What follows belongs to an exercise in optimizing a design on an open flow for small area, a short achievable clock period and few clock cycles per item; a production flow would make more cautious choices.
RTL that was checked went through simulation tests only; none was proved equivalent to the original.
Power is estimated from default activity; no workload was simulated.

==> flow/design.v <==
package bsis_pkg;
  localparam int unsigned LW   = 5;    
  localparam int unsigned STW  = 7;    
  localparam int unsigned CHW  = 24;   
  localparam int unsigned IDXW = 16;   
endpackage
module bitonic_sort_index_sequencer_core
#(
  parameter int unsigned MAX_LOG_SIZE = 16,
  parameter int unsigned MAX_STEP     = 64
) (
  input  logic            clk_i,
  input  logic            rst_ni,
  input  logic            psel,
  input  logic            penable,
  input  logic            pwrite,
  input  logic [2:0]      paddr,
  input  logic [31:0]     pwdata,
  output logic [31:0]     prdata,
  output logic            pready,
  input  logic            in_valid_i,
  output logic            in_stall_o,
  input  logic [bsis_pkg::CHW-1:0]  chunk_index_i,
  output logic            out_valid_o,
  input  logic            out_stall_i,
  output logic [bsis_pkg::IDXW-1:0] element_index_o,
  output logic            past_end_o,
  output logic            last_o
);
  logic [4:0] log_q;
  logic [6:0] step_q;
  logic       sel_q;
  logic       cfg_wr;
  assign cfg_wr = psel && penable && pwrite;
  always_ff @(posedge clk_i or negedge rst_ni) begin
    if (!rst_ni) begin
      log_q  <= 5'd4;
      step_q <= 7'd8;
    end else if (cfg_wr) begin
      if (paddr[2]) step_q <= pwdata[6:0];
      else          log_q  <= pwdata[4:0];
    end
  end
  always_ff @(posedge clk_i) sel_q <= paddr[2];
  assign prdata = sel_q ? {25'd0, step_q} : {27'd0, log_q};
  assign pready = 1'b1;
  logic [4:0] n_eff;
  logic [6:0] s_eff;
  logic [5:0] km1;      
  assign n_eff = (log_q > 5'd16) ? 5'd16 : log_q;
  assign s_eff = (step_q == 7'd0) ? 7'd1 : (step_q > 7'd64) ? 7'd64 : step_q;
  assign km1   = 6'(s_eff - 7'd1);
  logic       valid_q, act_q, pend_q, chk_q, pseek_q, mbusy_q, ev_q;
  logic [2:0] ds_q;
  logic [15:0] o_q;       
  logic        past_o_q, last_q;
  logic [5:0]  k_q;       
  logic [14:0] m_q;       
  logic [15:0] sm_q;      
  logic        flip_q, sh_q, fr_q, past_q;   
  logic [24:0] e_q;       
  logic [30:0] p_q;       
  logic [4:0]  ac_q;      
  localparam logic [2:0] D_IDLE = 3'd0, D_S1 = 3'd1, D_S2 = 3'd2, D_M1 = 3'd3, D_M2 = 3'd4,
                         D_FILL = 3'd5;
  assign in_stall_o      = pend_q;
  assign out_valid_o     = valid_q;
  assign element_index_o = o_q;
  assign past_end_o      = past_o_q;
  assign last_o          = last_q;
  logic accept, consec, advance, produce, chunk_end, start_c, start_s, far, shok;
  logic [4:0]  ac_dec;
  logic [24:0] p_inc;
  assign accept    = in_valid_i && !pend_q;
  assign consec    = ev_q && ({1'b0, p_q[23:0]} == e_q);
  assign p_inc     = {1'b0, p_q[23:0]} + 25'd1;
  assign advance   = !valid_q || !out_stall_i;
  assign produce   = advance && act_q;
  assign chunk_end = produce && (k_q == 6'd0);
  assign start_c   = pend_q && !chk_q && !pseek_q && (!act_q || chunk_end);
  assign start_s   = pend_q && !chk_q && pseek_q && !mbusy_q && !act_q && advance && (ds_q == D_IDLE);
  assign far       = (|p_q[30:24]) || (n_eff == 5'd0) ||
                     ((n_eff == 5'd16) && p_q[23] && (|p_q[22:19]));    
  assign ac_dec    = ac_q - 5'd1;
  assign shok      = ac_q != 5'd0;
  logic [15:0] mf, topm, hi, lo, inc_in, tm, ohs, clr, nxt;
  logic [16:0] inc;
  logic [16:0] smx;
  logic        f_se, f_b1, f_bs;
  logic        se_q, b1_q, bs_q, we_q;
  logic        case_a, case_b, use_mask;
  assign mf        = {m_q[14:0], 1'b1};
  assign topm      = mf & ~{1'b0, m_q};
  assign lo        = flip_q ? (o_q ^ mf) : (o_q & ~topm);
  assign hi        = flip_q ? (o_q ^ mf) : (o_q | topm);
  assign ohs       = {sm_q[14:0], 1'b1} & ~sm_q[15:0];
  assign smx       = {sm_q, 1'b1};
  assign f_se      = &(o_q | ~{1'b0, m_q});                    
  assign f_b1      = &(o_q[15:1] | ~sm_q[15:1]);       
  assign f_bs      = |(o_q & ohs);                     
  assign case_a    = se_q && m_q[0];
  assign case_b    = se_q && !m_q[0];
  assign inc_in    = {lo[15:1], lo[0] | case_b};
  assign inc       = {1'b0, inc_in} + 17'd1;
  assign tm        = inc_in & ~inc[15:0];
  assign use_mask  = case_a || (case_b && b1_q && bs_q);
  assign clr       = case_a ? {1'b0, m_q} : {sm_q[14:0], 1'b1};
  assign nxt       = use_mask ? (lo & ~clr) : inc[15:0];
  logic [9:0]  w, x, r;
  logic [13:0] st;
  logic [10:0] d;
  logic        neg, s_gt_n, sleaf;
  logic [14:0] ohm;       
  logic [9:0]  xs, xs1, x_q, x_d;
  logic [4:0]  xm;
  logic [14:0] ohm1;      
  logic [15:0] mx;
  assign w      = p_q[23:14];
  assign st     = p_q[13:0];
  assign ohm    = m_q & ~{1'b0, m_q[14:1]};
  assign ohm1   = {1'b0, ohm[14:1]};
  assign mx     = {1'b0, m_q};
  assign s_gt_n = mx[n_eff - 5'd1];
  assign sleaf  = m_q[0] && !m_q[1];    
  always_comb begin
    xs  = '0;
    xs1 = '0;
    xm  = '0;
    for (int i = 0; i < 15; i++) begin
      if (ohm[i]) begin
        xs = xs | 10'((i + 2) * (i + 1));
        xm = xm | 5'(2 * (i + 1));
      end
      if (ohm1[i]) xs1 = xs1 | 10'((i + 2) * (i + 1));
    end
    x = x_q;
    case (ds_q)
      D_S1:    x_d = neg ? (sleaf ? 10'd4 : xs1) : xs;
      D_S2:    x_d = (neg && !sleaf) ? xs1 : 10'd4;
      D_M1:    x_d = neg ? 10'd2 : {5'd0, xm};
      D_M2:    x_d = 10'd4;
      default: x_d = 10'd2;
    endcase
    if (start_s) x_d = 10'd240;
  end
  assign d   = {1'b0, w} - {1'b0, x};
  assign neg = d[10];
  assign r   = neg ? w : d[9:0];
  logic dshift, lshift, lbit, ddone;
  always_comb begin
    dshift = 1'b0;
    lshift = 1'b0;
    lbit   = 1'b0;
    ddone  = 1'b0;
    case (ds_q)
      D_S1:   begin dshift = neg; lshift = neg; ddone = !neg && s_gt_n; end
      D_S2:   begin dshift = neg; lshift = neg; lbit = 1'b1; end
      D_M1:   begin lshift = neg; ddone = neg && !m_q[0]; end
      D_M2:   begin dshift = 1'b1; lshift = 1'b1; lbit = !neg; end
      D_FILL: begin dshift = 1'b1; lshift = 1'b1; lbit = !neg; ddone = !shok; end
      default: ;
    endcase
    dshift = dshift && shok;
    if (start_s && far) ddone = 1'b1;
  end
  always_ff @(posedge clk_i or negedge rst_ni) begin
    if (!rst_ni) begin
      valid_q <= 1'b0;
      act_q   <= 1'b0;
      pend_q  <= 1'b0;
      chk_q   <= 1'b0;
      pseek_q <= 1'b0;
      mbusy_q <= 1'b0;
      ev_q    <= 1'b0;
      ds_q    <= D_IDLE;
    end else begin
      if (advance) valid_q <= produce;
      chk_q <= accept;
      if (accept) begin
        pend_q  <= 1'b1;
        mbusy_q <= 1'b1;
      end else if (chk_q) begin
        pseek_q <= !consec;
        if (consec) mbusy_q <= 1'b0;
      end else if (mbusy_q && !shok) begin
        mbusy_q <= 1'b0;
      end
      if (ddone) begin
        act_q  <= 1'b1;
        pend_q <= 1'b0;
        ds_q   <= D_IDLE;
        ev_q   <= 1'b1;
      end else begin
        if (start_c) begin
          act_q  <= 1'b1;
          pend_q <= 1'b0;
        end else if (chunk_end) begin
          act_q <= 1'b0;
        end
        if (start_s) begin
          ds_q <= D_S1;
        end else begin
          case (ds_q)
            D_S1:   if (neg && sleaf) ds_q <= D_M1;
                    else if (!neg) ds_q <= D_S2;
            D_S2:   if (neg && !sleaf) ds_q <= D_S1;
                    else ds_q <= D_M1;
            D_M1:   ds_q <= neg ? D_FILL : D_M2;
            D_M2:   ds_q <= D_M1;
            default: ;
          endcase
        end
      end
      if (cfg_wr) ev_q <= 1'b0;
    end
  end
  logic [7:0] msum;
  assign msum = {1'b0, p_q[30:24]} + (p_q[0] ? {1'b0, s_eff} : 8'd0);
  always_ff @(posedge clk_i) begin
    if (chk_q) e_q <= p_inc;
    if (!sh_q) begin
      se_q <= f_se;
      b1_q <= f_b1;
      bs_q <= f_bs;
      we_q <= f_se && !m_q[0] && f_b1 && smx[n_eff];
    end
    if (produce) begin
      last_q <= (k_q == 6'd0);
      k_q    <= k_q - 6'd1;
      fr_q   <= 1'b0;
      if (past_q || (sh_q && we_q)) begin
        o_q      <= '0;
        past_o_q <= 1'b1;
        past_q   <= 1'b1;
      end else begin
        past_o_q <= 1'b0;
        if (!sh_q) begin
          if (!fr_q) begin
            o_q  <= hi;
            sh_q <= 1'b1;
          end
        end else begin
          o_q  <= nxt;
          sh_q <= 1'b0;
          if (case_a) begin
            m_q    <= m_q >> 1;
            flip_q <= 1'b0;
          end else if (case_b) begin
            m_q    <= (b1_q && !bs_q) ? 15'd0 : (tm[15:1] & sm_q[14:0]);
            flip_q <= b1_q;
            if (b1_q) sm_q <= bs_q ? {sm_q[14:0], 1'b1} : 16'd1;
          end
        end
      end
    end
    if (start_c || start_s) k_q <= km1;
    x_q <= x_d;
    if (accept) begin
      p_q  <= {7'd0, chunk_index_i};
      ac_q <= 5'd23;
    end else if (mbusy_q) begin
      p_q  <= {msum, p_q[23:1]};
      ac_q <= ac_dec;
    end else if (start_s) begin
      sm_q   <= '1;
      m_q    <= '1;
      ac_q   <= 5'd14;
      past_q <= far;
    end else if (ds_q != D_IDLE) begin
      if (dshift) begin
        p_q[23:0] <= {r[8:0], st, 1'b0};
        ac_q      <= ac_dec;
      end else begin
        p_q[23:14] <= r;
      end
      if (lshift) o_q <= {o_q[14:0], lbit};
      if ((ds_q == D_S1 || ds_q == D_S2) && neg) begin
        sm_q <= sm_q >> 1;
        m_q  <= m_q >> 1;
      end
      if (ds_q == D_S2 && !neg) flip_q <= 1'b1;
      if (ds_q == D_M2) begin
        m_q    <= m_q >> 1;
        flip_q <= 1'b0;
      end
      if (ds_q == D_S1 && !neg && s_gt_n) past_q <= 1'b1;
      if (ddone) begin
        sh_q <= 1'b0;
        fr_q <= !w[0];
      end
    end
  end
endmodule
make LEC_CHECK=0 ABC_CLOCK_PERIOD_IN_PS=2000 CAP_MARGIN=20 CORE_MARGIN=2 CORE_UTILIZATION=70 CTS_BUF_LIST=sky130_fd_sc_hd__clkbuf_8 CTS_CLUSTER_DIAMETER=100 CTS_CLUSTER_SIZE=30 SETUP_SLACK_MARGIN=5 SLEW_MARGIN=20 finish   # period 8.0 ns
run.sh (not shown) runs the stock make flow with config.mk's settings and CLKGATE_MAP_FILE= SYNTH_SCRIPT=/design/flow/synth_recipe.tcl, a recipe that flattens the netlist after the stock synthesis.
Next try:
--- a/flow/design.v
+++ b/flow/design.v
@@ -54,8 +54,9 @@
   logic [2:0] ds_q;
   logic [15:0] o_q;       
   logic        past_o_q, last_q;
   logic [5:0]  k_q;       
+  logic        kz_q;      
   logic [14:0] m_q;       
   logic [15:0] sm_q;      
   logic        flip_q, sh_q, fr_q, past_q;   
   logic [24:0] e_q;       
@@ -75,25 +76,26 @@
   assign consec    = ev_q && ({1'b0, p_q[23:0]} == e_q);
   assign p_inc     = {1'b0, p_q[23:0]} + 25'd1;
   assign advance   = !valid_q || !out_stall_i;
   assign produce   = advance && act_q;
-  assign chunk_end = produce && (k_q == 6'd0);
+  assign chunk_end = produce && kz_q;
   assign start_c   = pend_q && !chk_q && !pseek_q && (!act_q || chunk_end);
   assign start_s   = pend_q && !chk_q && pseek_q && !mbusy_q && !act_q && advance && (ds_q == D_IDLE);
   assign far       = (|p_q[30:24]) || (n_eff == 5'd0) ||
                      ((n_eff == 5'd16) && p_q[23] && (|p_q[22:19]));    
   assign ac_dec    = ac_q - 5'd1;
   assign shok      = ac_q != 5'd0;
-  logic [15:0] mf, topm, hi, lo, inc_in, tm, ohs, clr, nxt;
+  logic [15:0] mf, topm, tg, hi, lo, inc_in, tm, ohs, clr, nxt;
   logic [16:0] inc;
   logic [16:0] smx;
   logic        f_se, f_b1, f_bs;
   logic        se_q, b1_q, bs_q, we_q;
   logic        case_a, case_b, use_mask;
   assign mf        = {m_q[14:0], 1'b1};
   assign topm      = mf & ~{1'b0, m_q};
-  assign lo        = flip_q ? (o_q ^ mf) : (o_q & ~topm);
-  assign hi        = flip_q ? (o_q ^ mf) : (o_q | topm);
+  assign tg        = flip_q ? mf : topm;
+  assign lo        = o_q ^ tg;
+  assign hi        = o_q ^ tg;
   assign ohs       = {sm_q[14:0], 1'b1} & ~sm_q[15:0];
   assign smx       = {sm_q, 1'b1};
   assign f_se      = &(o_q | ~{1'b0, m_q});                    
   assign f_b1      = &(o_q[15:1] | ~sm_q[15:1]);       
@@ -224,10 +226,11 @@
       bs_q <= f_bs;
       we_q <= f_se && !m_q[0] && f_b1 && smx[n_eff];
     end
     if (produce) begin
-      last_q <= (k_q == 6'd0);
+      last_q <= kz_q;
       k_q    <= k_q - 6'd1;
+      kz_q   <= (k_q == 6'd1);
       fr_q   <= 1'b0;
       if (past_q || (sh_q && we_q)) begin
         o_q      <= '0;
         past_o_q <= 1'b1;
@@ -252,28 +255,35 @@
           end
         end
       end
     end
-    if (start_c || start_s) k_q <= km1;
+    if (start_c || start_s) begin
+      k_q  <= km1;
+      kz_q <= (km1 == 6'd0);
+    end
     x_q <= x_d;
-    if (accept) begin
+    if (!pend_q) begin
       p_q  <= {7'd0, chunk_index_i};
       ac_q <= 5'd23;
     end else if (mbusy_q) begin
       p_q  <= {msum, p_q[23:1]};
       ac_q <= ac_dec;
     end else if (start_s) begin
-      sm_q   <= '1;
-      m_q    <= '1;
-      ac_q   <= 5'd14;
-      past_q <= far;
+      ac_q <= 5'd14;
     end else if (ds_q != D_IDLE) begin
       if (dshift) begin
         p_q[23:0] <= {r[8:0], st, 1'b0};
         ac_q      <= ac_dec;
       end else begin
         p_q[23:14] <= r;
       end
+    end
+    if (start_s) begin
+      sm_q   <= '1;
+      m_q    <= '1;
+      past_q <= far;
+    end
+    if (ds_q != D_IDLE) begin
       if (lshift) o_q <= {o_q[14:0], lbit};
       if ((ds_q == D_S1 || ds_q == D_S2) && neg) begin
         sm_q <= sm_q >> 1;
         m_q  <= m_q >> 1;
=>
- The changed run finished with timing, DRC and antenna clean
- via count drops by a few percent
- final cell count drops by a few percent
- clock power climbs slightly
- count of clock-buffer cells in the layout climbs by 3
- cell area drops slightly
- non-clock buffer count climbs by 9
Testbench counts after the change, summed over its fixed seeds: cycles 144,866, items 135,995.
For the first run of this note, only the layout was checked, not whether the RTL still works.

-- static timing again, ports no longer ideal --
Ports are ideal in the flow. The routed layouts listed here were re-timed in OpenROAD. Step 1 sets driving cells, clkbuf_16 on the clock port and buf_2 on the other inputs (assumed; they add their load-dependent delay and slew). Step 2 moves the port delays by t, midway between the first and last clock arrival at a register: inputs arrive t later, outputs are due t later. That takes back most of the time a late clock gives input paths. a / b / c = no drivers / after step 1 / after step 2; a / b = the first two.
run | t, ns | slack for setup (ns) | pins driven straight from the clock port
the first run | 0.532 | 4.966 / 4.921 / 4.494 | 1
the second run | 0.508 | 4.885 / 4.885 / 4.434 | 1
After both steps setup and hold are still met in every run listed. For the first run, which loses most, drivers alone change the setup slack by -0.045 ns; drivers and shift together by -0.472 ns.
